This is an optimization exercise on Yosys and OpenROAD, whose aim is small area, a short achievable clock period and few clock cycles, not a production implementation.
Where RTL was checked, it was by simulation tests only, not by an equivalence proof against the original.
For runs 3 to 5, only the layout was checked, not whether the RTL still works.
Power is estimated from default activity; no workload was simulated.

===== flow/flow/run.sh =====
#!/bin/bash
# The standard layout, with plain buffers (not delay cells) on the ports.
set -euo pipefail
bash standard.sh "BUFFER_PORTS_ARGS=-buffer_cell sky130_fd_sc_hd__buf_1" finish > standard.log 2>&1

===== flow/standard.sh =====
#!/bin/bash
# synth_recipe.tcl (not shown) runs the flow's synth.tcl, then flattens the netlist and writes it again
# the make line also repeats each setting of config.mk as NAME=value (left out here)
make -C /OpenROAD-flow-scripts/flow DESIGN_CONFIG=/design/flow/config.mk WORK_HOME=/design/flow/orfs CLKGATE_MAP_FILE= SYNTH_SCRIPT=/design/flow/synth_recipe.tcl "${@:-finish}"

===== flow/config.mk =====
export PLATFORM = sky130hd
export DESIGN_NAME = friet_stream_top
export DESIGN_NICKNAME = friet_stream_top
export VERILOG_FILES = /design/flow/design.v
export SDC_FILE = /design/flow/constraint.sdc
export NUM_CORES = 4
export LEC_CHECK = 0
export ABC_AREA = 1
export CAP_MARGIN = 20
export CORE_MARGIN = 2
export CORE_UTILIZATION = 40
export CTS_BUF_LIST = sky130_fd_sc_hd__clkbuf_8 sky130_fd_sc_hd__clkbuf_16
export CTS_CLUSTER_DIAMETER = 100
export CTS_CLUSTER_SIZE = 30
export SETUP_SLACK_MARGIN = 3.8
export SLEW_MARGIN = 20

===== flow/constraint.sdc =====
create_clock -name core_clock -period 6.0 [get_ports {clk}]
set_input_delay 1.2000 -clock core_clock [delete_from_list [all_inputs] [get_ports {clk}]]
set_output_delay 1.2000 -clock core_clock [all_outputs]
set_load 0.01 [all_outputs]

===== flow/design.v =====
`default_nettype none
package friet_pkg;
    parameter int block_width = 128;
    parameter int lane_width = 32;
    typedef logic [block_width-1:0] block_t;
    typedef enum logic [3:0] {
        inst_load_key = 4'd1,
        inst_encrypt  = 4'd2,
        inst_decrypt  = 4'd3,
        inst_tag      = 4'd4,
        inst_verify   = 4'd5
    } inst_t;
    typedef enum logic [1:0] {
        core_load    = 2'd0,
        core_encrypt = 2'd1,
        core_decrypt = 2'd2,
        core_squeeze = 2'd3
    } core_oper_t;
    parameter logic [2:0] verdict_fixed_bits = 3'b111;
endpackage
`default_nettype wire
`timescale 1ns/10ps
`default_nettype none
module friet_stream_top #(
    parameter int DIN_DOUT_WIDTH = 32
) (
    input  wire                        clk,
    input  wire                        reg_compare_tag_rst,
    input  wire friet_pkg::inst_t      inst,
    input  wire                        inst_valid,
    output logic                       inst_ready,
    input  wire [DIN_DOUT_WIDTH-1:0]   din,
    input  wire                        din_last,
    input  wire                        din_valid,
    output logic                       din_ready,
    output logic [DIN_DOUT_WIDTH-1:0]  dout,
    output logic                       dout_last,
    output logic                       dout_valid,
    input  wire                        dout_ready
);
    localparam int W = DIN_DOUT_WIDTH;
    localparam int LD = 0;
    localparam int EN = 1;
    localparam int DE = 2;
    localparam int TG = 3;
    localparam int VF = 4;
    logic [W-1:0] lane [0:3];
    logic [3:0] p, p_n;          
    logic [3:0] rsel, rsel_n;    
    logic [1:0] wcnt, wcnt_n;
    logic zero, zero_n;          
    logic [4:0] op, op_n;        
    logic [4:0] pend, pend_n;    
    logic [4:0] dec;
    logic iready, iready_n;
    logic vlast, vlast_n;        
    logic diff;                  
    logic [W-1:0] o0_d, o1_d;
    logic o0_l, o1_l;
    logic o0_v, o0_v_n;
    logic o1_v, o1_v_n;
    logic drdy, drdy_n;          
    logic qstep, qstep_n;        
    logic dmask, dmask_n;        
    logic [3:0] wep, wep_n;      
    logic [W-1:0] rd;
    logic [W-1:0] x;
    logic [W-1:0] res;
    logic res_l;
    logic [W-1:0] wdata;
    logic step;
    logic enq;
    logic deq;
    logic fin;
    logic free;
    logic blk_end;
    logic wr;
    logic inst_hs;
    always_comb begin
        rd = '0;
        for (int i = 0; i < 4; i++) begin
            rd = rd | (lane[i] & {W{rsel[i]}});
        end
    end
    assign x = rd ^ (din & {W{dmask}});
    assign res = x | {{(W-4){1'b0}}, {3{vlast}}, vlast & diff};
    assign res_l = vlast | (op[TG] & (wcnt == 2'd3)) | ((op[EN] | op[DE]) & din_last);
    assign wdata = din ^ (rd & {W{op[EN]}});
    assign inst_ready = iready;
    assign din_ready = drdy;
    assign dout = o0_d;
    assign dout_last = o0_l;
    assign dout_valid = o0_v;
    assign step = qstep | (din_valid & drdy);
    assign enq = step & (op[EN] | op[DE] | op[TG] | vlast);
    assign deq = o0_v & dout_ready;
    assign blk_end = step & (wcnt == 2'd3);
    assign fin = vlast ? step : (op[TG] ? blk_end : (step & ~op[VF] & din_last));
    assign free = ~(|op) | fin;
    assign wr = op[LD] | op[EN] | op[DE];
    assign inst_hs = inst_valid & iready;
    always_comb begin
        dec = '0;
        case (inst)
            friet_pkg::inst_load_key: dec[LD] = 1'b1;
            friet_pkg::inst_encrypt:  dec[EN] = 1'b1;
            friet_pkg::inst_decrypt:  dec[DE] = 1'b1;
            friet_pkg::inst_tag:      dec[TG] = 1'b1;
            friet_pkg::inst_verify:   dec[VF] = 1'b1;
            default:                  dec = '0;
        endcase
    end
    always_comb begin
        op_n = op;
        pend_n = pend;
        if (free) begin
            pend_n = '0;
            if (!iready) op_n = pend;
            else if (inst_hs) op_n = dec;
            else op_n = '0;
        end else if (inst_hs) begin
            pend_n = dec;
        end
        p_n = p;
        wcnt_n = wcnt;
        zero_n = zero;
        vlast_n = vlast;
        if (step && !vlast) begin
            wcnt_n = wcnt + 2'd1;
            if (blk_end && (op[EN] || op[DE])) p_n = {p[1:0], p[3:2]};
            else p_n = {p[2:0], p[3]};
            if (blk_end && wr) zero_n = 1'b0;
            if (blk_end && op[VF]) vlast_n = 1'b1;
        end
        if (step && vlast) vlast_n = 1'b0;
        if (deq) o0_v_n = o1_v | enq;
        else o0_v_n = o0_v | enq;
        o1_v_n = o1_v ? ~deq : (enq & o0_v & ~deq);
        if (reg_compare_tag_rst) begin
            op_n = '0;
            pend_n = '0;
            p_n = 4'b0001;
            wcnt_n = 2'd0;
            zero_n = 1'b1;
            vlast_n = 1'b0;
            o0_v_n = 1'b0;
            o1_v_n = 1'b0;
        end
        iready_n = ~(|pend_n);
        rsel_n = p_n & {4{~(zero_n | vlast_n)}};
        dmask_n = (op_n[EN] | op_n[DE] | op_n[VF]) & ~vlast_n;
        drdy_n = op_n[LD] | (op_n[VF] & ~vlast_n) | ((op_n[EN] | op_n[DE]) & ~o1_v_n);
        qstep_n = (op_n[TG] | vlast_n) & ~o1_v_n;
        wep_n = p_n & {4{drdy_n & (op_n[LD] | op_n[EN] | op_n[DE])}};
    end
    always_ff @(posedge clk) begin
        op <= op_n;
        pend <= pend_n;
        iready <= iready_n;
        p <= p_n;
        wcnt <= wcnt_n;
        zero <= zero_n;
        vlast <= vlast_n;
        o0_v <= o0_v_n;
        o1_v <= o1_v_n;
        rsel <= rsel_n;
        dmask <= dmask_n;
        drdy <= drdy_n;
        qstep <= qstep_n;
        wep <= wep_n;
    end
    always_ff @(posedge clk) begin
        if (step && op[VF] && !vlast) begin
            diff <= ((wcnt != 2'd0) & diff) | (|x);
        end
    end
    always_ff @(posedge clk) begin
        for (int i = 0; i < 4; i++) begin
            if (din_valid && wep[i]) lane[i] <= wdata;
        end
    end
    always_ff @(posedge clk) begin
        if (!o0_v || dout_ready) begin
            o0_d <= o1_v ? o1_d : res;
            o0_l <= o1_v ? o1_l : res_l;
        end
        if (!o1_v) begin
            o1_d <= res;
            o1_l <= res_l;
        end
    end
endmodule
`default_nettype wire

==> out/results.ini, run 1 <==
[route]
drtIter0Drc=364
wl_mm=19.81
vias_per_cell=4.715
wl_per_cell_um=15.71
dr.pass1.iters=5
vias=5946
drc=0
ant_nets=0

[global_routing]
grt_max_degree=45
grt_pass1_vias=5550
antenna_found_initial=0
grt_pass1_wl_mm=30.57
grt.total_usage_pct=16.38
grt_overflow=0

[critical_path]
cp.arrival_ps=990
end_kind=output pin
critPathKind=reg2out
crit_family=flip-flops
critPathMaxFanout=1
worst_ep_required_time_ps=4800
crit_slowest_cell=edfxtp_1
start_kind=flop
cp_cell_sequence=clkbuf_2
crit_buf_inv=1
reg2reg_from=rsel[0]
cp-startpoint=o0_d[18]
slowest_delay_ps=390

[synth]
synth_xor_area_share_pct=5.081
syn_area_per_cell_um2=10.43
synth_mux_area_share_pct=0
synth_area_um2=9308
synth-compound-area-share_pct=5.673
synth-adder-area-share_pct=0.2689
synthSimpleGateAreaFrac_pct=17.38
syn-num-nets=936
synth_top_family_by_area=simple AND/OR/NAND/NOR gates
yosys_register_bits=227
ys_types=36
synth_warnings=2
synth-seq-area-share_pct=66.25
synthCells=892

[floorplanning]
core_area_um2=22710
ios=78
fp.dieW_um=156.5
rows=55
dieArea_um2=24500
die_y_um=156.5
initial_core_util_pct=40.99

[sta]
finalSetupViolCount=0
grt_setup_unrepaired=true
fin_crit_sh_pct=36.49
slew_violations=0
post-route-min-period_ps=2189
hold_slack_ps=465.5
fin_tns_setup_ps=0
relSlewSlack_pct=44.01
maxClockFrequency_mhz=456.7
tightest_slew_ps=836.9
hold_viol=0
finClkSkew_ps=10.32

[placed_design]
dp_hpwl_mm=12.24
port_buffers=77
gp_congestion=0.7407

[cts]
cts_sinks=227
clock_latency_ps=470
cts_tree=done
clockBufferDepth=3
cts-htree-levels=1
cts_root_buffer=clkbuf_16
cts_hold_buffers=0
clkTransAtPathRegs_ps=110
cts_buffers=11

[final_layout]
drive_above_1_share_pct=9.426
num_antenna_cells=0
num-nets-final=1016
syn_to_final_growth_pct=10.78

[power_and_ir_drop]
vdd_ir_drop_max_v=0.0003007
p_leak_nw=4.269
power_density_nw_per_um2=374.0

[outcome]
run_status=finished clean

[hold_path]
worst_hold_path_type=reg2reg
min_from=o1_d[26]

[job]
maxCapViolations=0

-- cells by family after synthesis --
family          after synthesis
xor+xnor                     54
buf+inv                     123
flops                       227
simple gates                394
fa+ha+maj                     2
compound gates               92
-- state kept, by name (all words and copies together) (netlist names) --
signal	cells
rsel	4
zero	1
wcnt	2
o1_d	32
lane	128
o0_l	1
wep	4
o1_v	1
dmask	1
p	4
diff	1
o0_v	1
drdy	1
op	5
pend	5
o0_d	32
iready	1
qstep	1
vlast	1
o1_l	1
-- repair_timing --
item,in CTS,in global routing
pin swaps,0,1
buffers inserted,0,3
setup endpoints to repair,139,39
cloned,4,0
endpoints found under the hold margin,0,0
resized for setup,8,36
-- cells in the mapped netlist, drive strengths merged --
cell type,number,area (um^2)
xor2,34,297.8
nand4,6,37.54
inv,100,377.9
nand2,259,1005
a21boi,2,15.01
xnor2,20,175.2
nand3b,1,7.510
clkbuf,10,38.78
o22ai,19,118.9
o211ai,1,7.510
a31oi,8,50.05
dfxtp,65,1301
o21bai,3,22.52
nor3,2,21.27
nand3,25,140.1
nor2,98,387.9
edfxtp,162,4865
buf,13,81.32
or2,3,18.77
a21oi,11,55.05
a22o,4,35.03
ha,2,25.02
o21ai,44,224.0
-- power by group --
part	leakage, nW	switching, mW	internal (mW)
Clock	0.162	0.459	0.342
Combinational	2.03	0.616	0.278
Sequential	2.07	0.130	2.03
-- placed cells by master (no fill, tap or decap), drive strengths merged, types with 11 or more instances in the layout --
master  synthesis  routed
a21oi          11      11
inv           100     101
o22ai          19      19
clkbuf         10      40
nand3          25      25
dfxtp          65      65
xor2           34      34
edfxtp        162     162
buf            13      57
nor2           98      98
xnor2          20      20
o21ai          44      44
nand2         259     259
-- through the flow --
| step | area (um^2) | power (mW) | setup WS, ps | util, % | std cells |
|---|---|---|---|---|---|
| finish | 10310 | 3.856 | 3811 | 45.41 | 1261 |
| global route | 10310 | 4.081 | 3745 | 45.41 | 1261 |
| CTS | 10240 | 3.866 | 3765 | 45.09 | 1258 |
| detailed placement | 9897 | 3.058 | 3241 | 43.58 | 1237 |
| global placement | 9897 | 3.044 | 3209 | 43.58 | 1237 |
| floorplan | 9325 | 2.739 | 3840 | - | 892 |
-- worst paths after layout --
kind	cells after the start	endpoint	slack, ps
min	2	o1_d[26]	470
min reg2reg	2	o1_d[26]	470
max	1	dout[18]	3810
max reg2reg	10	diff	3900
-- layer usage --
layer  GRT usage (%)  up-vias  part of all wire [%]
met5               0        -                     0
met4           2.665        0                   1.3
met3           2.215       13                   4.4
met2           27.27      120                    47
met1           23.36     2747                    47
li1                -     3066                     -
-- area by class of cell --
type / count / area, um^2
Clock buffer: 11 / 275.3
Clock inverter: 6 / 31.28
Fill cell: 2153 / 12400
Inverter: 100 / 392.9
Multi-Input combinational cell: 542 / 2646
Sequential cell: 227 / 6176
Tap cell: 285 / 356.6
Timing Repair Buffer: 86 / 402.9
Timing Repair inverter: 4 / 30.03
Testbench counts, summed over its fixed seeds: cycles 15,718.
==> run 2: changes to the inputs <==
==> flow/run.sh (new file) <==
#!/bin/bash
# synth_recipe.tcl (not shown) runs the flow's synth.tcl, then flattens the netlist and writes it again
# the make line also repeats each setting of config.mk as NAME=value (left out here)
make -C /OpenROAD-flow-scripts/flow DESIGN_CONFIG=/design/flow/config.mk WORK_HOME=/design/flow/orfs CLKGATE_MAP_FILE= SYNTH_SCRIPT=/design/flow/synth_recipe.tcl finish
removed: flow/flow/run.sh
removed: flow/standard.sh
==> out/results.ini, run 2 <==
[outcome]
run_status=finished clean

[power_and_ir_drop]
p_comb_share_pct=25.9  ; +2.7 points
switchingPower_mw=1.268  ; +5.3%
p_total_mw=4.020  ; +4.3%
vdd_ir_drop_max_v=0.0001760  ; -41%
clkPwrFrac_pct=20.4  ; -0.4 points
p_leak_nw=4.784  ; +12%
power_density_nw_per_um2=363.4  ; -2.8%
p_int_mw=2.752  ; +3.8%
switching_share_pct=31.55  ; +0.31 points
pwr-share-seq_pct=53.6  ; -2.5 points

[final_layout]
stdcell_area_um2=11060  ; +7.3%
regMostFlops=lane
final_common_cell=nand2_1
largest_reg_flops=128  ; unchanged
seq_area_um2=6176  ; unchanged
reg_top3=lane x128, o0_d x32, o1_d x32
syn_to_final_growth_pct=18.87
num_antenna_cells=0  ; unchanged
nFillCells=2103  ; -2.3%
drive_above_1_share_pct=16.72  ; +7.3 points
final_cell_mix=nand2_1 (241), edfxtp_1 (162), inv_1 (93)
num-nets-final=1045  ; +2.9%
multi_input_area_um2=2858  ; +8.0%

[critical_path]
rrSetupSlack_ps=4040  ; +140 ps
crit_buf_inv=1  ; unchanged
cp_cell_sequence=buf_2
critPathKind=reg2out
slowest_delay_ps=390  ; about the same
rr_endpoint=diff
crit_family=flip-flops
end_kind=output pin
cp_num_cells=1  ; unchanged
critPathMaxFanout=1  ; unchanged
cp.arrival_ps=1010  ; +20 ps
reg2reg_from=rsel[0]
worst_ep_required_time_ps=4800  ; about the same
reg2reg_depth=10  ; unchanged
crit_slowest_cell=edfxtp_1
start_kind=flop

[synth]
synth_ff_type=edfxtp_1
synth_warnings=2  ; unchanged
syn_area_per_cell_um2=10.43  ; unchanged
synth_area_um2=9308  ; unchanged
yosysMostFrequentCell=nand2_1
synth-seq-area-share_pct=66.25  ; unchanged
yosysTopAreaCell=edfxtp_1
synthCells=892  ; unchanged
synth-edff-count=162  ; unchanged
synth.top_cell.area_share_pct=52.27  ; unchanged
ys_top_cells_by_count=nand2_1 (250), edfxtp_1 (162), inv_1 (94), nor2_1 (94), dfxtp_1 (65)
yosys_register_bits=227  ; unchanged
syn-num-nets=936  ; unchanged
async_flop_share_pct=0  ; unchanged
ys_types=36  ; unchanged
synth_area_leaders=edfxtp_1 (52%), dfxtp_1 (14%), nand2_1 (10%)

[cts]
cts_tree=done
cts_buffers=11  ; unchanged
cts_sinks=227  ; unchanged
clockBufferDepth=3  ; unchanged
cts_root_buffer=clkbuf_16
cts_hold_buffers=0  ; unchanged
clock_latency_ps=470  ; about the same
cts-htree-levels=1  ; unchanged
clkTransAtPathRegs_ps=120  ; about the same

[job]
maxCapViolations=0  ; unchanged

[global_routing]
grt_pass1_vias=6022  ; +8.5%
grt_max_degree=45  ; unchanged
grt_pass1_wl_mm=32.34  ; +5.8%
grt_overflow=0  ; unchanged
grt.total_usage_pct=17.09  ; +0.71 points
antenna_found_initial=0  ; unchanged

[sta]
tightest_slew_ps=755.5  ; -81.38 ps
slew_violations=0  ; unchanged
fin_tns_setup_ps=0  ; unchanged
finalSetupViolCount=0  ; unchanged
finClkSkew_ps=23.99  ; +13.66 ps
hold_viol=0  ; unchanged
grt_setup_unrepaired=true
post-route-min-period_ps=2211  ; +21.77 ps
hold_slack_ps=466.1  ; +0.6310 ps
fin_ws_ps=3789  ; -21.77 ps
maxClockFrequency_mhz=452.2  ; -0.98%
relSlewSlack_pct=49.58  ; +5.6 points
fin_crit_sh_pct=36.85  ; +0.36 points

[route]
vias=6198  ; +4.2%
wl_per_cell_um=15.82  ; +0.66%
drc=0  ; unchanged
vias_per_cell=4.805  ; +1.9%
ant_nets=0  ; unchanged
drtIter0Drc=491  ; +35%
dr.pass1.iters=4  ; -1
wl_mm=20.40  ; +3.0%

[floorplanning]
die_y_um=156.5  ; unchanged
fp.dieW_um=156.5  ; unchanged
ios=78  ; unchanged
rows=55  ; unchanged
initial_core_util_pct=40.99  ; unchanged
dieArea_um2=24500  ; unchanged
core_area_um2=22710  ; unchanged

[placed_design]
dp_hpwl_mm=12.47  ; +1.9%
post-place-ws_ps=2852  ; -388.7 ps
dpl_cell_area_um2=10380  ; +4.9%
gp_congestion=0.7879  ; +6.4%
port_buffers=77  ; unchanged

[hold_path]
hold_end=o1_d[29]
min_from=o1_d[29]
worst_hold_path_type=reg2reg
hold_depth=2  ; unchanged

-- run 2: cell counts after synthesis --
No cell type changed its count.
-- run 2: power groups by stage --
stage          Combinational, mW  Sequential (mW)  Clock (mW)
2_1_floorplan              0.552             2.19           0
3_3_place_gp               0.983             2.19           0
3_5_place_dp               0.990             2.20           0
4_1_cts                     1.03             2.16       0.841
5_1_grt                     1.16             2.19       0.898
6_report                    1.04             2.16       0.821
-- run 2: worst min-delay path: stages, from the launching register on --
cell and delay [ps]:
dfxtp_1 320, nand2_1 50, nand2_1 60
-- run 2: worst max path at each step --
stage          startpoint          end  slack [ps]
3_5_place_dp    din_valid  lane[1][13]        2850
5_1_grt              o0_l    dout_last        3730
6_report         o0_d[10]     dout[10]        3790
2_1_floorplan   din_valid       wep[2]        3840
3_3_place_gp    din_valid  lane[1][13]        2850
4_1_cts              o0_v   dout_valid        3640
-- run 2: per-layer routing --
| metal | track usage [%] | share of wire [%] | vias to the layer above |
|---|---|---|---|
| met2 | 28.40 | 48 | 117 |
| met1 | 24.22 | 46 | 2934 |
| met5 | 0 | 0 | - |
| li1 | - | - | 3125 |
| met3 | 1.994 | 4.3 | 22 |
| met4 | 3.757 | 1.7 | 0 |
-- run 2: what timing repair did --
action / in CTS / in global routing
gates cloned: 4 / 0
endpoints found under the setup margin: 219 / 77
resized for setup: 209 / 37
pin swaps: 29 / 12
hold endpoints to repair: 0 / 0
setup buffers: 27 / 5
-- run 2: kinds of logic after synthesis --
kind of cell | count (synthesis) | share of synthesized area (%)
AND/OR/NAND/NOR | 394 | 17.38
XOR/XNOR | 54 | 5.081
AO/OA/AOI/OAI | 92 | 5.673
flip-flops | 227 | 66.25
adder cells (fa/ha/maj) | 2 | 0.2688
buffers and inverters | 123 | 5.350
-- run 2: final cells by class --
| class | instances | share of cell area, % |
|---|---|---|
| Clock buffer | 11 | 2.488 |
| Clock inverter | 6 | 0.3166 |
| Inverter | 100 | 3.585 |
| Multi-Input combinational cell | 542 | 25.83 |
| Sequential cell | 227 | 55.82 |
| Tap cell | 285 | 3.223 |
| Timing Repair Buffer | 115 | 8.470 |
| Timing Repair inverter | 4 | 0.2714 |
-- run 2: per-stage QoR --
step / std cells / utilization [%]
detailed placement: 1237 / 45.70
global route: 1290 / 48.72
finish: 1290 / 48.72
CTS: 1285 / 48.23
floorplan: 892 / -
global placement: 1237 / 45.70
==> run 3: changes to the inputs <==
--- a/flow/design.v
+++ b/flow/design.v
@@ -59,10 +59,12 @@
     logic o0_l, o1_l;
     logic o0_v, o0_v_n;
     logic o1_v, o1_v_n;
+    logic o0_hold;
+    logic [W-1:0] o0_next;
+    logic o0_next_l;
     logic drdy, drdy_n;          
     logic qstep, qstep_n;        
     logic dmask, dmask_n;        
-    logic [3:0] wep, wep_n;      
     logic [W-1:0] rd;
     logic [W-1:0] x;
     logic [W-1:0] res;
@@ -151,7 +153,6 @@
         dmask_n = (op_n[EN] | op_n[DE] | op_n[VF]) & ~vlast_n;
         drdy_n = op_n[LD] | (op_n[VF] & ~vlast_n) | ((op_n[EN] | op_n[DE]) & ~o1_v_n);
         qstep_n = (op_n[TG] | vlast_n) & ~o1_v_n;
-        wep_n = p_n & {4{drdy_n & (op_n[LD] | op_n[EN] | op_n[DE])}};
     end
     always_ff @(posedge clk) begin
         op <= op_n;
@@ -167,7 +168,6 @@
         dmask <= dmask_n;
         drdy <= drdy_n;
         qstep <= qstep_n;
-        wep <= wep_n;
     end
     always_ff @(posedge clk) begin
         if (step && op[VF] && !vlast) begin
@@ -176,14 +176,17 @@
     end
     always_ff @(posedge clk) begin
         for (int i = 0; i < 4; i++) begin
-            if (din_valid && wep[i]) lane[i] <= wdata;
+            if (step && wr && p[i]) lane[i] <= wdata;
         end
     end
+    assign o0_hold = o0_v & ~dout_ready;
+    assign o0_next = o1_v ? o1_d : res;
+    assign o0_next_l = o1_v ? o1_l : res_l;
     always_ff @(posedge clk) begin
-        if (!o0_v || dout_ready) begin
-            o0_d <= o1_v ? o1_d : res;
-            o0_l <= o1_v ? o1_l : res_l;
-        end
+        o0_d <= (o0_d & {W{o0_hold}}) | (o0_next & {W{~o0_hold}});
+        o0_l <= (o0_l & o0_hold) | (o0_next_l & ~o0_hold);
+    end
+    always_ff @(posedge clk) begin
         if (!o1_v) begin
             o1_d <= res;
             o1_l <= res_l;
--- a/flow/config.mk
+++ b/flow/config.mk
@@ -12,5 +12,5 @@
 export CTS_BUF_LIST = sky130_fd_sc_hd__clkbuf_8 sky130_fd_sc_hd__clkbuf_16
 export CTS_CLUSTER_DIAMETER = 100
 export CTS_CLUSTER_SIZE = 30
-export SETUP_SLACK_MARGIN = 3.8
+export SETUP_SLACK_MARGIN = 4.0
 export SLEW_MARGIN = 20
==> out/results.ini, run 3 <==
[critical_path]
crit_slowest_cell=edfxtp_1
critPathKind=reg2out
cp.arrival_ps=1000  ; about the same
critPathMaxFanout=1  ; unchanged
cp_cell_sequence=buf_2
crit_family=flip-flops
end_kind=output pin
slowest_delay_ps=390  ; about the same
start_kind=flop
worst_ep_required_time_ps=4800  ; about the same
crit_buf_inv=1  ; unchanged

[final_layout]
final_common_cell=nand2_1
final_cell_count_no_fill=1411  ; +9.4%
num_antenna_cells=0  ; unchanged
final_cell_mix=nand2_1 (347), edfxtp_1 (162), inv_1 (96)
num-nets-final=1132  ; +8.3%
fin_util_pct=48.89  ; +0.17 points
syn_to_final_growth_pct=20.61
drive_above_1_share_pct=18.22  ; +1.5 points
stdcell_area_um2=11410  ; +3.1%

[hold_path]
worst_hold_path_type=reg2reg

[synth]
synth_mux_area_share_pct=0  ; unchanged
syn_area_per_cell_um2=9.661  ; -7.4%
synth_top_family_by_area=simple AND/OR/NAND/NOR gates
async_flop_share_pct=0  ; unchanged
yosys_register_bits=223  ; -1.8%
syn-num-nets=1023  ; +9.3%
synth-edff-count=162  ; unchanged
synth_ff_type=edfxtp_1
synth_area_um2=9458  ; +1.6%
synth_xor_area_share_pct=3.056  ; -2.0 points
synth-compound-area-share_pct=4.538  ; -1.1 points
ys_top_cells_by_count=nand2_1 (368), edfxtp_1 (162), inv_1 (95)
synth-seq-area-share_pct=64.35  ; -1.9 points
synth_area_leaders=edfxtp_1 (51%), nand2_1 (15%), dfxtp_1 (13%)
yosysTopAreaCell=edfxtp_1
synth.top_cell.area_share_pct=51.44  ; -0.83 points
synth_warnings=2  ; unchanged
synth-adder-area-share_pct=0.2646  ; -0.0043 points
synthSimpleGateAreaFrac_pct=21.83  ; +4.4 points
yosysMostFrequentCell=nand2_1
ys_types=34  ; -5.6%
synthCells=979  ; +9.8%

[sta]
tightest_slew_ps=453.7  ; -301.8 ps
grt_setup_unrepaired=true
fin_ws_ps=3797  ; +7.900 ps
hold_slack_ps=465.7  ; -0.4670 ps
slew_violations=0  ; unchanged
hold_viol=0  ; unchanged
finClkSkew_ps=11.45  ; -12.54 ps
fin_crit_sh_pct=36.72  ; -0.13 points
post-route-min-period_ps=2203  ; -7.900 ps
relSlewSlack_pct=69.75  ; +20 points
fin_tns_setup_ps=0  ; unchanged
finalSetupViolCount=0  ; unchanged
maxClockFrequency_mhz=453.9  ; +0.36%

[route]
ant_nets=0  ; unchanged
dr.pass1.iters=5  ; +1
wl_mm=21.09  ; +3.4%
vias_per_cell=4.623  ; -3.8%
drtIter0Drc=365  ; -26%
vias=6523  ; +5.2%
drc=0  ; unchanged
wl_per_cell_um=14.94  ; -5.5%

[placed_design]
port_buffers=77  ; unchanged
dp_hpwl_mm=12.81  ; +2.7%
gp_congestion=0.7782  ; -1.2%
dp_cells=1356  ; +9.6%
dpl_cell_area_um2=10630  ; +2.4%
post-place-ws_ps=2679  ; -173.2 ps

[cts]
cts_hold_buffers=0  ; unchanged
clockBufferDepth=3  ; unchanged
cts_sinks=223  ; -1.8%
clock_latency_ps=470  ; about the same
clkTransAtPathRegs_ps=110  ; about the same
cts_tree=done
cts_root_buffer=clkbuf_16
cts_buffers=11  ; unchanged
cts-htree-levels=1  ; unchanged

[power_and_ir_drop]
p_total_mw=4.193  ; +4.3%
switching_share_pct=32.28  ; +0.73 points
p_leak_nw=4.954  ; +3.5%
p_comb_share_pct=27.8  ; +1.9 points
pwr-share-seq_pct=52.1  ; -1.5 points
switchingPower_mw=1.354  ; +6.7%
vdd_ir_drop_max_v=0.0001749  ; -0.60%
clkPwrFrac_pct=20.1  ; -0.3 points
power_density_nw_per_um2=367.6  ; +1.2%
p_int_mw=2.840  ; +3.2%

[floorplanning]
rows=56  ; +1.8%
die_y_um=157.8  ; +0.78%
fp.dieW_um=157.8  ; +0.78%
core_area_um2=23330  ; +2.7%
dieArea_um2=24890  ; +1.6%
ios=78  ; unchanged
initial_core_util_pct=40.54  ; -0.45 points

[global_routing]
grt_pass1_vias=6099  ; +1.3%
grt_max_degree=35  ; -22%
antenna_found_initial=0  ; unchanged
grt.total_usage_pct=16.95  ; -0.14 points
grt_overflow=0  ; unchanged
grt_pass1_wl_mm=32.42  ; +0.24%

[outcome]
run_status=finished clean

[job]
maxCapViolations=0  ; unchanged

run 3: changes by cell type after synthesis, moves of 5 or more:
| cell | change |
|---|---|
| nand2_1 | +118 |
| xor2_1 | -33 |
| nor2_1 | -22 |
| o22ai_1 | -17 |
| nand3_1 | +12 |
| xnor2_1 | +12 |
| a31oi_1 | +10 |
| inv_2 | +7 |
| o21ai_0 | -7 |
| buf_6 | +6 |
| o21ai_1 | +6 |
| buf_4 | -5 |
run 3: final timing paths:
| path | from | end | slack (ps) | cells past startpoint |
|---|---|---|---|---|
| min reg2reg | zero | zero | 470 | 2 |
| max | flop | dout[8] | 3800 | 1 |
| min | zero | zero | 470 | 2 |
| max reg2reg | o1_v | flop | 4110 | 3 |
run 3: cell families after synthesis:
logic type,count (synthesis)
buffers and inverters,134
XOR/XNOR,33
AO/OA/AOI/OAI,79
flip-flops,223
AND/OR/NAND/NOR,508
adder cells (fa/ha/maj),2
run 3: layout make-up:
| class | count | area, um^2 |
|---|---|---|
| Clock buffer | 12 | 300.3 |
| Fill cell | 2166 | 11930 |
| Inverter | 109 | 416.7 |
| Timing Repair Buffer | 116 | 1016 |
| Clock inverter | 5 | 31.28 |
| Multi-Input combinational cell | 627 | 3128 |
| Tap cell | 319 | 399.1 |
| Sequential cell | 223 | 6116 |
run 3: power by group through the flow:
stage | Clock (mW) | Sequential, mW | Combinational (mW)
after floorplan | 0 | 2.22 | 0.594
after global placement | 0 | 2.23 | 1.01
after detailed placement | 0 | 2.24 | 1.02
after CTS | 0.860 | 2.20 | 1.10
after global routing | 0.913 | 2.22 | 1.30
final | 0.841 | 2.19 | 1.17
run 3: layer usage:
metal | up-vias | wire length [um] | global-route usage (%)
met2 | 123 | 10340 | 30.14
met5 | - | 0 | 0
met1 | 2989 | 9332 | 21.43
li1 | 3380 | - | -
met4 | 0 | 603 | 4.892
met3 | 31 | 815 | 2.491
run 3: timing repair:
action                                  in CTS  in global routing
gates resized for setup                    239                 45
setup buffers                               25                  8
gates cloned                                 5                  0
pin swaps                                   31                 25
endpoints found under the setup margin     314                 61
endpoints found under the hold margin        0                  0
==> run 4: changes to the inputs <==
--- a/flow/design.v
+++ b/flow/design.v
@@ -54,17 +54,15 @@
     logic [4:0] dec;
     logic iready, iready_n;
     logic vlast, vlast_n;        
-    logic diff;                  
+    logic [3:0] diff;            
     logic [W-1:0] o0_d, o1_d;
     logic o0_l, o1_l;
     logic o0_v, o0_v_n;
     logic o1_v, o1_v_n;
-    logic o0_hold;
-    logic [W-1:0] o0_next;
-    logic o0_next_l;
     logic drdy, drdy_n;          
     logic qstep, qstep_n;        
     logic dmask, dmask_n;        
+    logic [3:0] wep, wep_n;      
     logic [W-1:0] rd;
     logic [W-1:0] x;
     logic [W-1:0] res;
@@ -85,9 +83,9 @@
         end
     end
     assign x = rd ^ (din & {W{dmask}});
-    assign res = x | {{(W-4){1'b0}}, {3{vlast}}, vlast & diff};
+    assign res = x | {{(W-4){1'b0}}, {3{vlast}}, vlast & (|diff)};
     assign res_l = vlast | (op[TG] & (wcnt == 2'd3)) | ((op[EN] | op[DE]) & din_last);
-    assign wdata = din ^ (rd & {W{op[EN]}});
+    assign wdata = op[EN] ? x : din;
     assign inst_ready = iready;
     assign din_ready = drdy;
     assign dout = o0_d;
@@ -153,6 +151,7 @@
         dmask_n = (op_n[EN] | op_n[DE] | op_n[VF]) & ~vlast_n;
         drdy_n = op_n[LD] | (op_n[VF] & ~vlast_n) | ((op_n[EN] | op_n[DE]) & ~o1_v_n);
         qstep_n = (op_n[TG] | vlast_n) & ~o1_v_n;
+        wep_n = p_n & {4{drdy_n & (op_n[LD] | op_n[EN] | op_n[DE])}};
     end
     always_ff @(posedge clk) begin
         op <= op_n;
@@ -168,25 +167,25 @@
         dmask <= dmask_n;
         drdy <= drdy_n;
         qstep <= qstep_n;
+        wep <= wep_n;
     end
     always_ff @(posedge clk) begin
         if (step && op[VF] && !vlast) begin
-            diff <= ((wcnt != 2'd0) & diff) | (|x);
+            for (int k = 0; k < 4; k++) begin
+                diff[k] <= ((wcnt != 2'd0) & diff[k]) | (|x[8*k +: 8]);
+            end
         end
     end
     always_ff @(posedge clk) begin
         for (int i = 0; i < 4; i++) begin
-            if (step && wr && p[i]) lane[i] <= wdata;
+            if (din_valid && wep[i]) lane[i] <= wdata;
         end
     end
-    assign o0_hold = o0_v & ~dout_ready;
-    assign o0_next = o1_v ? o1_d : res;
-    assign o0_next_l = o1_v ? o1_l : res_l;
     always_ff @(posedge clk) begin
-        o0_d <= (o0_d & {W{o0_hold}}) | (o0_next & {W{~o0_hold}});
-        o0_l <= (o0_l & o0_hold) | (o0_next_l & ~o0_hold);
-    end
-    always_ff @(posedge clk) begin
+        if (!o0_v || dout_ready) begin
+            o0_d <= o1_v ? o1_d : res;
+            o0_l <= o1_v ? o1_l : res_l;
+        end
         if (!o1_v) begin
             o1_d <= res;
             o1_l <= res_l;
==> flow/flow/run.sh (new file) <==
#!/bin/bash
# The standard layout, with plain buffers (not delay cells) on the ports.
set -euo pipefail
bash standard.sh "BUFFER_PORTS_ARGS=-buffer_cell sky130_fd_sc_hd__buf_1" finish > standard.log 2>&1
==> flow/standard.sh (new file) <==
#!/bin/bash
# synth_recipe.tcl (not shown) runs the flow's synth.tcl, then flattens the netlist and writes it again
# the make line also repeats each setting of config.mk as NAME=value (left out here)
make -C /OpenROAD-flow-scripts/flow DESIGN_CONFIG=/design/flow/config.mk WORK_HOME=/design/flow/orfs CLKGATE_MAP_FILE= SYNTH_SCRIPT=/design/flow/synth_recipe.tcl "${@:-finish}"
--- a/flow/config.mk
+++ b/flow/config.mk
@@ -12,5 +12,5 @@
 export CTS_BUF_LIST = sky130_fd_sc_hd__clkbuf_8 sky130_fd_sc_hd__clkbuf_16
 export CTS_CLUSTER_DIAMETER = 100
 export CTS_CLUSTER_SIZE = 30
-export SETUP_SLACK_MARGIN = 4.0
+export SETUP_SLACK_MARGIN = 3.8
 export SLEW_MARGIN = 20
removed: flow/run.sh
==> out/results.ini, run 4 <==
[route]
vias_per_cell=4.944  ; +6.9%
dr.pass1.iters=5  ; unchanged
drtIter0Drc=421  ; +15%
vias=5641  ; -14%
wl_mm=19.57  ; -7.2%
drc=0  ; unchanged
ant_nets=0  ; unchanged
wl_per_cell_um=17.15  ; +15%

[final_layout]
drive_above_1_share_pct=11.11  ; -7.1 points
stdcell_area_um2=10100  ; -11%
reg_top3=lane x128, o0_d x32, o1_d x32
syn_to_final_growth_pct=10.72
largest_reg_flops=128
regMostFlops=lane
num-nets-final=895  ; -21%
final_common_cell=nand2_1
final_cell_mix=nand2_1 (169), edfxtp_1 (165), a22o_1 (64)

[sta]
hold_viol=0  ; unchanged
finalSetupViolCount=0  ; unchanged
slew_violations=0  ; unchanged
relSlewSlack_pct=37.04  ; -33 points
finClkSkew_ps=9.990  ; -1.459 ps
fin_crit_sh_pct=37.41  ; +0.69 points
fin_tns_setup_ps=0  ; unchanged
post-route-min-period_ps=2245  ; +41.24 ps
grt_setup_unrepaired=true
tightest_slew_ps=941.1  ; +487.4 ps
maxClockFrequency_mhz=445.5  ; -1.8%

[floorplanning]
fp.dieW_um=155.0  ; -1.8%
ios=78  ; unchanged
dieArea_um2=24020  ; -3.5%
core_area_um2=22500  ; -3.6%
initial_core_util_pct=40.52  ; about the same
rows=55  ; -1.8%
die_y_um=155.0  ; -1.8%

[global_routing]
grt_overflow=0  ; unchanged
grt_pass1_vias=5402  ; -11%
grt.total_usage_pct=16.42  ; -0.53 points
grt_max_degree=56  ; +60%
antenna_found_initial=1  ; +1
grt_pass1_wl_mm=30.62  ; -5.6%

[synth]
synth_warnings=2  ; unchanged
synth_area_um2=9119  ; -3.6%
yosysTopAreaCell=edfxtp_1
synthSimpleGateAreaFrac_pct=13.34  ; -8.5 points
synth-adder-area-share_pct=0.2744  ; +0.0098 points
synth-compound-area-share_pct=10.65  ; +6.1 points
synth_area_leaders=edfxtp_1 (54%), dfxtp_1 (14%), nand2_1 (7.0%)
synth-edff-count=165  ; +1.9%
synthCells=783  ; -20%
syn-num-nets=827  ; -19%
ys_types=34  ; unchanged
synth_ff_type=edfxtp_1
async_flop_share_pct=0  ; unchanged
synth.top_cell.area_share_pct=54.34  ; +2.9 points
synth_mux_area_share_pct=0  ; unchanged
ys_top_cells_by_count=nand2_1 (170), edfxtp_1 (165), dfxtp_1 (65)
syn_area_per_cell_um2=11.65  ; +21%
synth-seq-area-share_pct=68.61  ; +4.3 points
synth_top_family_by_area=simple AND/OR/NAND/NOR gates
yosys_register_bits=230  ; +3.1%
yosysMostFrequentCell=nand2_1
synth_xor_area_share_pct=3.074  ; +0.018 points

[cts]
clockBufferDepth=3  ; unchanged
cts_buffers=11  ; unchanged
cts_sinks=230  ; +3.1%
cts-htree-levels=1  ; unchanged
clkTransAtPathRegs_ps=110  ; about the same
cts_root_buffer=clkbuf_16
clock_latency_ps=470  ; about the same
cts_hold_buffers=0  ; unchanged
cts_tree=done

[power_and_ir_drop]
vdd_ir_drop_max_v=0.0003155  ; +80%
power_density_nw_per_um2=399.7  ; +8.7%
p_leak_nw=3.777  ; -24%

[placed_design]
dpl_cell_area_um2=9684  ; -8.9%
dp_hpwl_mm=11.64  ; -9.2%
port_buffers=77  ; unchanged
gp_congestion=0.8529  ; +9.6%

[critical_path]
start_kind=flop
worst_ep_required_time_ps=4800  ; about the same
critPathMaxFanout=1  ; unchanged
crit_slowest_cell=edfxtp_1
end_kind=output pin
crit_family=flip-flops
slowest_delay_ps=430  ; +40 ps
critPathKind=reg2out
cp_cell_sequence=clkbuf_2
cp.arrival_ps=1040  ; +40 ps
crit_buf_inv=1  ; unchanged

[hold_path]
worst_hold_path_type=reg2reg

[outcome]
run_status=finished clean

[job]
maxCapViolations=0  ; unchanged

[run 4: per-stage QoR]
stage	hold WS (ps)	instances	util (%)	power [mW]	setup slack, ps
detailed placement	436.7	1117	43.04	3.243	3247
finish	456.2	1141	44.87	4.035	3755
global route	478.3	1140	44.85	4.285	3723
global placement	435.5	1117	43.04	3.232	3264
CTS	463.0	1138	44.58	4.054	3746
floorplan	414.3	783	-	2.897	3835
[run 4: routing by layer]
| metal | up-vias | global-route usage (%) | routed length, um |
|---|---|---|---|
| li1 | 2822 | - | - |
| met1 | 2643 | 22.95 | 8998 |
| met2 | 156 | 27.51 | 9206 |
| met3 | 20 | 2.479 | 1079 |
| met4 | 0 | 3.131 | 281 |
| met5 | - | 0 | 0 |
[run 4: area by class of cell]
cell class                 count  area (um^2)
clock inverter                 6        30.03
timing repair buffer          81        359.1
fill                        2082        12410
clock buffer                  11        275.3
antenna                        1        2.502
sequential                   230         6280
timing repair inverter         4        30.03
tap                          285        356.6
inverter                      66        265.3
multi-input combinational    457         2497
[run 4: final timing paths]
path	start	end	slack [ps]	depth (start not counted)
setup / recovery	o0_d[1]	dout[1]	3760	1
hold / removal	o1_d[30]	o1_d[30]	460	2
hold reg to reg	o1_d[30]	o1_d[30]	460	2
setup reg to reg	rsel[0]	lane[0][6]	4060	5
[run 4: logic make-up (layout without fill, tap and decap cells)]
group | Yosys count | count (layout)
xor+xnor | 32 | 32
fa+ha+maj | 2 | 2
simple gates | 281 | 281
compound gates | 142 | 142
flops | 230 | 230
other cells | 0 | 1
buf+inv | 96 | 168
[run 4: power by group]
group	leakage [nW]	switching, mW	internal, mW
clock network	0.157	0.470	0.341
registers	2.11	0.141	2.11
logic	1.51	0.688	0.282
[run 4: what timing repair did]
| item | CTS | global route |
|---|---|---|
| endpoints found under the setup margin | 136 | 86 |
| pin swaps | 0 | 0 |
| gates resized for setup | 11 | 34 |
| setup buffers | 0 | 2 |
| gates cloned | 4 | 0 |
| endpoints found under the hold margin | 0 | 0 |
==> run 5: changes to the inputs <==
==> flow/flow/run.sh (replaced) <==
#!/bin/bash
# The standard layout, with plain buffers (not delay cells) on the
# ports and a clock tree without buffers at the H-tree branch points.
set -euo pipefail
bash standard.sh "BUFFER_PORTS_ARGS=-buffer_cell sky130_fd_sc_hd__buf_1" \
  "CTS_ARGS=-sink_clustering_enable -repair_clock_nets -sink_clustering_size 30 -sink_clustering_max_diameter 100 -buf_list {sky130_fd_sc_hd__clkbuf_8 sky130_fd_sc_hd__clkbuf_16} -distance_between_buffers 500 -branching_point_buffers_distance 500" \
  finish > standard.log 2>&1
==> out/results.ini, run 5 <==
[critical_path]
crit_slowest_cell=edfxtp_1
crit_buf_inv=1  ; unchanged
cp.arrival_ps=1040  ; about the same
cp-startpoint=o0_d[1]
worst_ep_required_time_ps=4800  ; about the same
cp_cell_sequence=clkbuf_2
start_kind=flop
reg2reg_from=rsel[0]
cp_num_cells=1  ; unchanged
rr_endpoint=lane[0][6]
rrSetupSlack_ps=4060  ; about the same
critPathMaxFanout=1  ; unchanged
slowest_delay_ps=430  ; about the same
endpoint=dout[1]
critPathKind=reg2out
reg2reg_depth=5  ; unchanged
end_kind=output pin
crit_family=flip-flops

[floorplanning]
die_y_um=155.0  ; unchanged
initial_core_util_pct=40.52  ; unchanged
rows=55  ; unchanged
dieArea_um2=24020  ; unchanged
fp.dieW_um=155.0  ; unchanged
core_area_um2=22500  ; unchanged
ios=78  ; unchanged

[placed_design]
dp_cells=1117  ; unchanged
dp_hpwl_mm=11.64  ; unchanged
gp_congestion=0.8529  ; unchanged
port_buffers=77  ; unchanged
post-place-ws_ps=3247  ; unchanged
dpl_cell_area_um2=9684  ; unchanged

[synth]
yosys_register_bits=230  ; unchanged
synth.top_cell.area_share_pct=54.34  ; unchanged
synth_ff_type=edfxtp_1
synth_warnings=2  ; unchanged
ys_top_cells_by_count=nand2_1 (170), edfxtp_1 (165), dfxtp_1 (65)
yosysMostFrequentCell=nand2_1
synth-edff-count=165  ; unchanged
syn-num-nets=827  ; unchanged
yosysTopAreaCell=edfxtp_1
synthCells=783  ; unchanged
synth_area_um2=9119  ; unchanged
syn_area_per_cell_um2=11.65  ; unchanged
synth-seq-area-share_pct=68.61  ; unchanged
async_flop_share_pct=0  ; unchanged
synth_area_leaders=edfxtp_1 (54%), dfxtp_1 (14%), nand2_1 (7.0%)
ys_types=34  ; unchanged

[final_layout]
regMostFlops=lane
drive_above_1_share_pct=11.11  ; unchanged
reg_top3=lane x128, o0_d x32, o1_d x32
syn_to_final_growth_pct=10.72  ; unchanged
largest_reg_flops=128  ; unchanged
nFillCells=2082  ; unchanged
final_cell_count_no_fill=1141  ; unchanged
stdcell_area_um2=10100  ; unchanged
num-nets-final=895  ; unchanged
fin_util_pct=44.87  ; unchanged
final_common_cell=nand2_1
final_cell_mix=nand2_1 (169), edfxtp_1 (165), a22o_1 (64)

[sta]
tightest_slew_ps=941.1  ; unchanged
post-route-min-period_ps=2245  ; unchanged
maxClockFrequency_mhz=445.5  ; unchanged
slew_violations=0  ; unchanged
hold_slack_ps=456.2  ; unchanged
finClkSkew_ps=9.990  ; unchanged
finalSetupViolCount=0  ; unchanged
hold_viol=0  ; unchanged
fin_crit_sh_pct=37.41  ; unchanged
grt_setup_unrepaired=true
fin_ws_ps=3755  ; unchanged
fin_tns_setup_ps=0  ; unchanged
relSlewSlack_pct=37.04  ; unchanged

[global_routing]
top_usage_layer=met2
antenna_found_initial=1  ; unchanged
grt_overflow=0  ; unchanged
grt_pass1_wl_mm=30.62  ; unchanged
grt_max_degree=56  ; unchanged
grt.total_usage_pct=16.42  ; unchanged
use_met2_pct=27.51  ; unchanged
grt_pass1_vias=5402  ; unchanged
grt_util_met1_pct=22.95  ; unchanged
grt_use_met3_pct=2.479  ; unchanged

[route]
drc=0  ; unchanged
ant_nets=0  ; unchanged
dr.pass1.iters=5  ; unchanged
drtIter0Drc=421  ; unchanged
vias=5641  ; unchanged
wl_per_cell_um=17.15  ; unchanged
vias_per_cell=4.944  ; unchanged
wl_mm=19.57  ; unchanged

[outcome]
run_status=finished clean

[hold_path]
worst_hold_path_type=reg2reg
hold_depth=2  ; unchanged

[cts]
clock_latency_ps=470  ; about the same
clkTransAtPathRegs_ps=110  ; about the same
cts_buffers=11  ; unchanged
cts-htree-levels=1  ; unchanged
cts_tree=done
clockBufferDepth=3  ; unchanged
cts_sinks=230  ; unchanged
cts_root_buffer=clkbuf_16

[power_and_ir_drop]
p_total_mw=4.035  ; unchanged
power_density_nw_per_um2=399.7  ; unchanged
p_leak_nw=3.777  ; unchanged
vdd_ir_drop_max_v=0.0003155  ; unchanged

[job]
maxCapViolations=0  ; unchanged

[run 5: cell counts in the layout (fill, tap and decap cells not counted)]
Identical to the previous run, type by type.
[run 5: metal layers]
metal  routed length, um  vias up
met5                   0        -
met4                 281        0
met3                1079       20
met2                9206      156
met1                8998     2643
li1                    -     2822
[run 5: logic make-up (layout without fill, tap and decap cells)]
group	Yosys count	after routing	synth area share, %
buf+inv	96	168	4.062
simple gates	281	281	13.34
compound gates	142	142	10.65
xor+xnor	32	32	3.074
fa+ha+maj	2	2	0.2744
flops	230	230	68.61
other cells	0	1	0
[run 5: power breakdown]
part | switching (mW) | internal [mW] | leakage, nW | total (mW)
clock | 0.470 | 0.341 | 0.157 | 0.811
combinational | 0.688 | 0.282 | 1.51 | 0.970
sequential | 0.141 | 2.11 | 2.11 | 2.25
total | 1.30 | 2.74 | 3.78 | 4.04
[run 5: cell type report]
type	instances	area (um^2)	area share, %
repair inverters	4	30.03	0.2974
well taps	285	356.6	3.532
inverters	66	265.3	2.627
clock inverters	6	30.03	0.2974
multi-input cells	457	2497	24.74
flip-flops and latches	230	6280	62.20
diodes	1	2.502	0.02479
repair buffers	81	359.1	3.557
clock buffers	11	275.3	2.726
[run 5: worst min-delay path by stage]
stage | startpoint | to | slack [ps]
after floorplan | o1_d[30] | o1_d[30] | 410
after global placement | zero | zero | 440
after detailed placement | o1_d[15] | o1_d[15] | 440
after CTS | o1_d[15] | o1_d[15] | 460
after global routing | o1_d[30] | o1_d[30] | 480
final | o1_d[30] | o1_d[30] | 460
[run 5: what timing repair did]
action / 4_1_cts / 5_1_grt
endpoints found under the setup margin: 136 / 86
hold buffers: 0 / 0
cloned: 4 / 0
buffers inserted: 0 / 2
gates resized for setup: 11 / 34
==> run 6: changes to the inputs <==
--- a/flow/design.v
+++ b/flow/design.v
@@ -50,8 +50,9 @@
     logic [1:0] wcnt, wcnt_n;
     logic zero, zero_n;          
     logic [4:0] op, op_n;        
-    logic [4:0] pend, pend_n;    
-    logic [4:0] dec;
+    logic [3:0] pend, pend_n;    
+    logic [4:0] dec, pdec;
+    logic known;
     logic iready, iready_n;
     logic vlast, vlast_n;        
     logic [3:0] diff;            
@@ -111,15 +112,28 @@
         endcase
     end
     always_comb begin
+        pdec = '0;
+        case (pend)
+            friet_pkg::inst_load_key: pdec[LD] = 1'b1;
+            friet_pkg::inst_encrypt:  pdec[EN] = 1'b1;
+            friet_pkg::inst_decrypt:  pdec[DE] = 1'b1;
+            friet_pkg::inst_tag:      pdec[TG] = 1'b1;
+            default:                  pdec[VF] = 1'b1;
+        endcase
+    end
+    assign known = |dec;
+    always_comb begin
         op_n = op;
         pend_n = pend;
+        iready_n = iready;
         if (free) begin
-            pend_n = '0;
-            if (!iready) op_n = pend;
+            iready_n = 1'b1;
+            if (!iready) op_n = pdec;
             else if (inst_hs) op_n = dec;
             else op_n = '0;
         end else if (inst_hs) begin
-            pend_n = dec;
+            pend_n = inst;
+            iready_n = ~known;
         end
         p_n = p;
         wcnt_n = wcnt;
@@ -138,7 +152,7 @@
         o1_v_n = o1_v ? ~deq : (enq & o0_v & ~deq);
         if (reg_compare_tag_rst) begin
             op_n = '0;
-            pend_n = '0;
+            iready_n = 1'b1;
             p_n = 4'b0001;
             wcnt_n = 2'd0;
             zero_n = 1'b1;
@@ -146,7 +160,6 @@
             o0_v_n = 1'b0;
             o1_v_n = 1'b0;
         end
-        iready_n = ~(|pend_n);
         rsel_n = p_n & {4{~(zero_n | vlast_n)}};
         dmask_n = (op_n[EN] | op_n[DE] | op_n[VF]) & ~vlast_n;
         drdy_n = op_n[LD] | (op_n[VF] & ~vlast_n) | ((op_n[EN] | op_n[DE]) & ~o1_v_n);
==> flow/flow/run.sh (replaced) <==
#!/bin/bash
# The standard layout, with plain buffers (not delay cells) on the ports.
set -euo pipefail
bash standard.sh "BUFFER_PORTS_ARGS=-buffer_cell sky130_fd_sc_hd__buf_1" finish > standard.log 2>&1
--- a/flow/config.mk
+++ b/flow/config.mk
@@ -8,9 +8,10 @@
 export ABC_AREA = 1
 export CAP_MARGIN = 20
 export CORE_MARGIN = 2
-export CORE_UTILIZATION = 40
+export CORE_UTILIZATION = 50
 export CTS_BUF_LIST = sky130_fd_sc_hd__clkbuf_8 sky130_fd_sc_hd__clkbuf_16
 export CTS_CLUSTER_DIAMETER = 100
 export CTS_CLUSTER_SIZE = 30
+export PLACE_DENSITY = 0.7
 export SETUP_SLACK_MARGIN = 3.8
 export SLEW_MARGIN = 20
==> out/results.ini, run 6 <==
[outcome]
run_status=finished clean

[final_layout]
largest_reg_flops=128  ; unchanged
drive_above_1_share_pct=9.658  ; -1.5 points
final_cell_mix=edfxtp_1 (169), nand2_1 (167), a22o_1 (64)
num_antenna_cells=0  ; -1
syn_to_final_growth_pct=10.23
regMostFlops=lane
reg_top3=lane x128, o0_d x32, o1_d x32
final_common_cell=edfxtp_1
num-nets-final=889  ; -0.67%

[sta]
fin_tns_setup_ps=0  ; unchanged
relSlewSlack_pct=40.55  ; +3.5 points
fin_crit_sh_pct=36.87  ; -0.54 points
slew_violations=0  ; unchanged
finalSetupViolCount=0  ; unchanged
finClkSkew_ps=14.09  ; +4.099 ps
fin_ws_ps=3788  ; +32.20 ps
hold_viol=0  ; unchanged
grt_setup_unrepaired=true
post-route-min-period_ps=2212  ; -32.20 ps
tightest_slew_ps=888.6  ; -52.52 ps
maxClockFrequency_mhz=452.0  ; +1.5%

[power_and_ir_drop]
p_leak_nw=3.740  ; -0.98%
vdd_ir_drop_max_v=0.0003247  ; +2.9%
power_density_nw_per_um2=402.9  ; +0.80%

[floorplanning]
fp.dieW_um=138.7  ; -11%
ios=78  ; unchanged
dieArea_um2=19240  ; -20%
core_area_um2=17900  ; -20%
initial_core_util_pct=50.68  ; +10 points
die_y_um=138.7  ; -11%
rows=49  ; -11%

[cts]
clock_latency_ps=470  ; about the same
cts-htree-levels=1  ; unchanged
clockBufferDepth=3  ; unchanged
cts_sinks=229  ; -0.43%
cts_tree=done
cts_buffers=11  ; unchanged
clkTransAtPathRegs_ps=110  ; about the same
cts_root_buffer=clkbuf_16

[synth]
synth-seq-area-share_pct=69.17  ; +0.56 points
yosysMostFrequentCell=edfxtp_1
ys_types=33  ; -2.9%
synth_area_leaders=edfxtp_1 (56%), dfxtp_1 (13%), nand2_1 (6.9%)
ys_top_cells_by_count=edfxtp_1 (169), nand2_1 (168), a22o_1 (64)
async_flop_share_pct=0  ; unchanged
synth-edff-count=169  ; +2.4%
syn-num-nets=819  ; -0.97%
synthCells=775  ; -1.0%
yosysTopAreaCell=edfxtp_1
synth.top_cell.area_share_pct=55.93  ; +1.6 points
synth_ff_type=edfxtp_1
yosys_register_bits=229  ; -0.43%
synth_warnings=2  ; unchanged
synth_area_um2=9074  ; -0.49%
syn_area_per_cell_um2=11.71  ; +0.53%

[global_routing]
grt_pass1_wl_mm=29.84  ; -2.5%
grt.total_usage_pct=19.50  ; +3.1 points
antenna_found_initial=0  ; -1
grt_pass1_vias=5669  ; +4.9%
grt_overflow=0  ; unchanged
grt_max_degree=57  ; +1.8%

[placed_design]
gp_congestion=0.8247  ; -3.3%
port_buffers=77  ; unchanged
dp_hpwl_mm=11.77  ; +1.1%
post-place-ws_ps=3314  ; +66.69 ps

[critical_path]
endpoint=dout[10]
end_kind=output pin
crit_slowest_cell=edfxtp_1
slowest_delay_ps=410  ; -20 ps
rr_endpoint=lane[2][29]
cp_num_cells=1  ; unchanged
reg2reg_from=rsel[2]
reg2reg_depth=6  ; +1
critPathKind=reg2out
cp-startpoint=o0_d[10]
worst_ep_required_time_ps=4800  ; about the same
crit_family=flip-flops
start_kind=flop
rrSetupSlack_ps=3960  ; -100 ps
cp_cell_sequence=clkbuf_2
critPathMaxFanout=1  ; unchanged
crit_buf_inv=1  ; unchanged
cp.arrival_ps=1010  ; -30 ps

[route]
drc=0  ; unchanged
wl_per_cell_um=17.56  ; +2.4%
wl_mm=18.93  ; -3.2%
ant_nets=0  ; unchanged
drtIter0Drc=442  ; +5.0%
dr.pass1.iters=5  ; unchanged
vias_per_cell=5.317  ; +7.6%
vias=5732  ; +1.6%

[job]
maxCapViolations=0  ; unchanged

[hold_path]
worst_hold_path_type=reg2reg

run 6: power breakdown:
group          internal (mW)  leakage (nW)  total [mW]  switching [mW]
clock network          0.341         0.161       0.807           0.466
logic                  0.274          1.47       0.949           0.676
registers               2.13          2.11        2.27           0.147
run 6: worst min path at each step:
| stage | startpoint | endpoint | cells after the start | slack [ps] |
|---|---|---|---|---|
| after floorplan | o1_d[30] | o1_d[30] | 2 | 410 |
| after global placement | o1_d[31] | o1_d[31] | 2 | 440 |
| after detailed placement | zero | zero | 2 | 440 |
| after CTS | o1_d[30] | o1_d[30] | 2 | 460 |
| after global routing | o1_d[23] | o1_d[23] | 2 | 500 |
| final | o1_d[30] | o1_d[30] | 2 | 460 |
run 6: cell families after synthesis:
logic type               after synthesis  share of synthesized area [%]
AO/OA/AOI/OAI                        142                          10.62
XOR/XNOR                              32                          3.089
adder cells (fa/ha/maj)                2                         0.2757
buffers and inverters                 92                          3.902
flip-flops                           229                          69.17
AND/OR/NAND/NOR                      278                          12.95
run 6: repair_timing:
item,CTS,global route
hold buffers,0,0
pin swaps,0,0
buffers inserted,0,3
gates cloned,0,3
gates resized for setup,7,40
endpoints found under the setup margin,49,205
run 6: area by class of cell:
type / count / area, um^2
Clock buffer: 11 / 275.3
Clock inverter: 6 / 31.28
Fill cell: 1495 / 7900
Inverter: 62 / 254.0
Multi-Input combinational cell: 454 / 2454
Sequential cell: 229 / 6297
Tap cell: 229 / 286.5
Timing Repair Buffer: 84 / 381.6
Timing Repair inverter: 3 / 22.52
run 6: per-layer routing:
| layer | vias up | GRT usage [%] | part of all wire [%] |
|---|---|---|---|
| li1 | 2822 | - | - |
| met1 | 2704 | 27.28 | 44 |
| met2 | 178 | 33.38 | 48 |
| met3 | 28 | 2.037 | 5.9 |
| met4 | 0 | 4.519 | 2.1 |
| met5 | - | 0 | 0 |
run 6: stage by stage:
| stage | util (%) | instance area [um^2] | power [mW] | cells | hold WS, ps |
|---|---|---|---|---|---|
| floorplan | - | 9091 | 2.891 | 775 | 414.3 |
| global placement | 53.52 | 9582 | 3.205 | 1055 | 435.8 |
| detailed placement | 53.52 | 9582 | 3.232 | 1055 | 440.3 |
| CTS | 55.28 | 9896 | 4.024 | 1072 | 459.9 |
| global route | 55.87 | 10000 | 4.257 | 1078 | 497.3 |
| finish | 55.87 | 10000 | 4.030 | 1078 | 456.5 |
Testbench counts of run 6, summed over its fixed seeds: cycles 15,718.
==> run 7: changes to the inputs <==
--- a/flow/config.mk
+++ b/flow/config.mk
@@ -8,10 +8,9 @@
 export ABC_AREA = 1
 export CAP_MARGIN = 20
 export CORE_MARGIN = 2
-export CORE_UTILIZATION = 50
+export CORE_UTILIZATION = 40
 export CTS_BUF_LIST = sky130_fd_sc_hd__clkbuf_8 sky130_fd_sc_hd__clkbuf_16
 export CTS_CLUSTER_DIAMETER = 100
 export CTS_CLUSTER_SIZE = 30
-export PLACE_DENSITY = 0.7
-export SETUP_SLACK_MARGIN = 3.8
+export SETUP_SLACK_MARGIN = 3.95
 export SLEW_MARGIN = 20
==> out/results.ini, run 7 <==
[outcome]
run_status=finished clean

[synth]
synth.top_cell.area_share_pct=55.93  ; unchanged
synth-adder-area-share_pct=0.2758  ; unchanged
synth_warnings=2  ; unchanged
syn_area_per_cell_um2=11.71  ; unchanged
yosysTopAreaCell=edfxtp_1
yosysMostFrequentCell=edfxtp_1
ys_top_cells_by_count=edfxtp_1 (169), nand2_1 (168), a22o_1 (64)
async_flop_share_pct=0  ; unchanged
synth-edff-count=169  ; unchanged
synthCells=775  ; unchanged
synth-seq-area-share_pct=69.17  ; unchanged
syn-num-nets=819  ; unchanged
synthSimpleGateAreaFrac_pct=12.95  ; unchanged
ys_types=33  ; unchanged
synth_area_um2=9074  ; unchanged
synth-compound-area-share_pct=10.62  ; unchanged
synth_area_leaders=edfxtp_1 (56%), dfxtp_1 (13%), nand2_1 (6.9%)
synth_ff_type=edfxtp_1
synth_top_family_by_area=simple AND/OR/NAND/NOR gates
yosys_register_bits=229  ; unchanged
synth_mux_area_share_pct=0  ; unchanged
synth_xor_area_share_pct=3.089  ; unchanged

[critical_path]
critPathKind=reg2out
cp_cell_sequence=clkbuf_2
critPathMaxFanout=1  ; unchanged
crit_family=flip-flops
rr_endpoint=lane[3][22]
crit_slowest_cell=edfxtp_1
worst_ep_required_time_ps=4800  ; about the same
crit_buf_inv=1  ; unchanged
end_kind=output pin
reg2reg_depth=5  ; -1
reg2reg_from=rsel[0]
cp-startpoint=o0_d[0]
rrSetupSlack_ps=4090  ; +130 ps
start_kind=flop
slowest_delay_ps=420  ; about the same
cp.arrival_ps=1050  ; +40 ps

[cts]
clockBufferDepth=3  ; unchanged
cts_tree=done
clkTransAtPathRegs_ps=120  ; about the same
cts_buffers=11  ; unchanged
clock_latency_ps=470  ; about the same
cts_sinks=229  ; unchanged
cts-htree-levels=1  ; unchanged
cts_root_buffer=clkbuf_16

[floorplanning]
die_y_um=154.6  ; +11%
fp.dieW_um=154.6  ; +11%
initial_core_util_pct=40.45  ; -10 points
dieArea_um2=23900  ; +24%
core_area_um2=22430  ; +25%
ios=78  ; unchanged
rows=55  ; +12%

[route]
drtIter0Drc=525  ; +19%
vias_per_cell=5.092  ; -4.2%
drc=0  ; unchanged
ant_nets=0  ; unchanged
vias=5790  ; +1.0%
wl_per_cell_um=17.95  ; +2.2%
dr.pass1.iters=5  ; unchanged
wl_mm=20.41  ; +7.8%

[hold_path]
min_from=o1_d[30]
hold_end=o1_d[30]
hold_depth=2  ; unchanged
worst_hold_path_type=reg2reg

[power_and_ir_drop]
p_leak_nw=3.803  ; +1.7%
p_total_mw=4.148  ; +2.9%
power_density_nw_per_um2=403.9  ; +0.25%
vdd_ir_drop_max_v=0.0002906  ; -11%

[job]
maxCapViolations=0  ; unchanged

[global_routing]
top_usage_layer=met2
antenna_found_initial=0  ; unchanged
grt_pass1_vias=5541  ; -2.3%
grt_use_met3_pct=2.858  ; +0.82 points
grt_pass1_wl_mm=31.10  ; +4.2%
grt_max_degree=55  ; -3.5%
grt.total_usage_pct=17.02  ; -2.5 points
grt_util_met1_pct=23.10  ; -4.2 points
grt_overflow=0  ; unchanged
use_met2_pct=28.59  ; -4.8 points

[final_layout]
final_cell_count_no_fill=1137  ; +5.5%
final_common_cell=edfxtp_1
syn_to_final_growth_pct=13.17
final_cell_mix=edfxtp_1 (169), nand2_1 (161), a22o_1 (64)
reg_top3=lane x128, o0_d x32, o1_d x32
drive_above_1_share_pct=12.44  ; +2.8 points
regMostFlops=lane
num-nets-final=892  ; +0.34%
num_antenna_cells=0  ; unchanged
largest_reg_flops=128  ; unchanged
nFillCells=2072  ; +39%
seq_area_um2=6305  ; +0.12%
multi_input_area_um2=2564  ; +4.5%

[sta]
finClkSkew_ps=21.99  ; +7.901 ps
fin_tns_setup_ps=0  ; unchanged
tightest_slew_ps=609.8  ; -278.8 ps
fin_crit_sh_pct=37.49  ; +0.62 points
relSlewSlack_pct=59.30  ; +19 points
slew_violations=0  ; unchanged
grt_setup_unrepaired=true
hold_viol=0  ; unchanged
post-route-min-period_ps=2250  ; +37.27 ps
maxClockFrequency_mhz=444.5  ; -1.7%
finalSetupViolCount=0  ; unchanged

[placed_design]
dp_cells=1109  ; +5.1%
port_buffers=77  ; unchanged
gp_congestion=0.8322  ; +0.91%
dp_hpwl_mm=11.91  ; +1.2%

## run 7: cell type report
cell class                      instances  area share [%]
Sequential cell                       229           61.40
Tap cell                              285           3.473
Clock inverter                          6          0.3412
Inverter                               62           2.498
Timing Repair Buffer                   86           4.350
Clock buffer                           11           2.681
Timing Repair inverter                  4          0.2924
Multi-Input combinational cell        454           24.97
## run 7: worst reg2reg max path: stages (launching register included)
cell	delay, ps
dfxtp_4	670
a22o_1	240
nor2_1	50
xor2_1	220
inv_1	120
o21ai_0	370
## run 7: stage by stage
stage	util (%)	area, um^2	worst slack (ps)	hold slack [ps]
floorplan	-	9194	3846	414.3
CTS	45.28	10160	3746	459.8
global placement	43.43	9743	2854	429.0
global route	45.77	10270	3714	469.9
detailed placement	43.43	9743	2802	433.4
finish	45.77	10270	3750	456.5
## run 7: cell families after synthesis
kind of cell / Yosys count
AND/OR/NAND/NOR: 278
flip-flops: 229
AO/OA/AOI/OAI: 142
buffers and inverters: 92
XOR/XNOR: 32
adder cells (fa/ha/maj): 2
## run 7: routing by layer
layer,wire [um],vias up
li1,-,2823
met1,9270,2782
met2,9566,158
met3,1205,27
met4,369,0
met5,0,-
## run 7: timing repair
item / 4_1_cts / 5_1_grt
gates cloned: 4 / 0
setup endpoints to repair: 257 / 88
hold buffers: 0 / 0
gates resized for setup: 27 / 46
pin swaps: 0 / 5
setup buffers: 3 / 4
## run 7: worst max path at each step
stage               slack [ps]      end  depth (start not counted)
floorplan                 3850   wep[2]                         13
global placement          2850   wep[2]                         14
detailed placement        2800   wep[2]                         14
CTS                       3750  dout[0]                          1
global route              3710  dout[0]                          1
finish                    3750  dout[0]                          1
## run 7: report_power, final
group          internal, mW  total (mW)  switching, mW
clock                 0.344       0.824          0.480
sequential             2.13        2.29          0.162
combinational         0.322        1.04          0.714
total                  2.79        4.15           1.36

-- what the ideal ports hide --
Ports are ideal in the flow. The routed layouts listed here were re-timed in OpenROAD.
Step 1, drivers: a clkbuf_16 drives clk and a buf_2 each remaining input, both assumed.
Step 2 moves the port delays by t, midway between the first and last clock arrival at a register: inputs arrive t later, outputs are due t later. That takes back most of the time a late clock gives input paths.
a / b / c = ideal ports / drivers / drivers and shift; a / b = the first two.
run | shift t [ns] | setup WS [ns] | latest minus earliest clock arrival (ns)
run 1 | 0.506 | 3.811 / 3.766 / 3.463 | 0.014 / 0.014
run 2 | 0.509 | 3.789 / 3.743 / 3.329 | 0.025 / 0.024
run 3 | 0.512 | 3.797 / 3.750 / 3.550 | 0.014 / 0.013
run 4 | 0.504 | 3.755 / 3.713 / 3.468 | 0.012 / 0.012
run 5 | 0.504 | 3.755 / 3.713 / 3.468 | 0.012 / 0.012
run 6 | 0.504 | 3.788 / 3.743 / 3.375 | 0.015 / 0.015
run 7 | 0.511 | 3.750 / 3.703 / 3.515 | 0.022 / 0.022
After both steps every run listed still meets setup and hold. For run 2, which loses most, drivers alone change the setup slack by -0.046 ns; drivers and shift together by -0.460 ns.
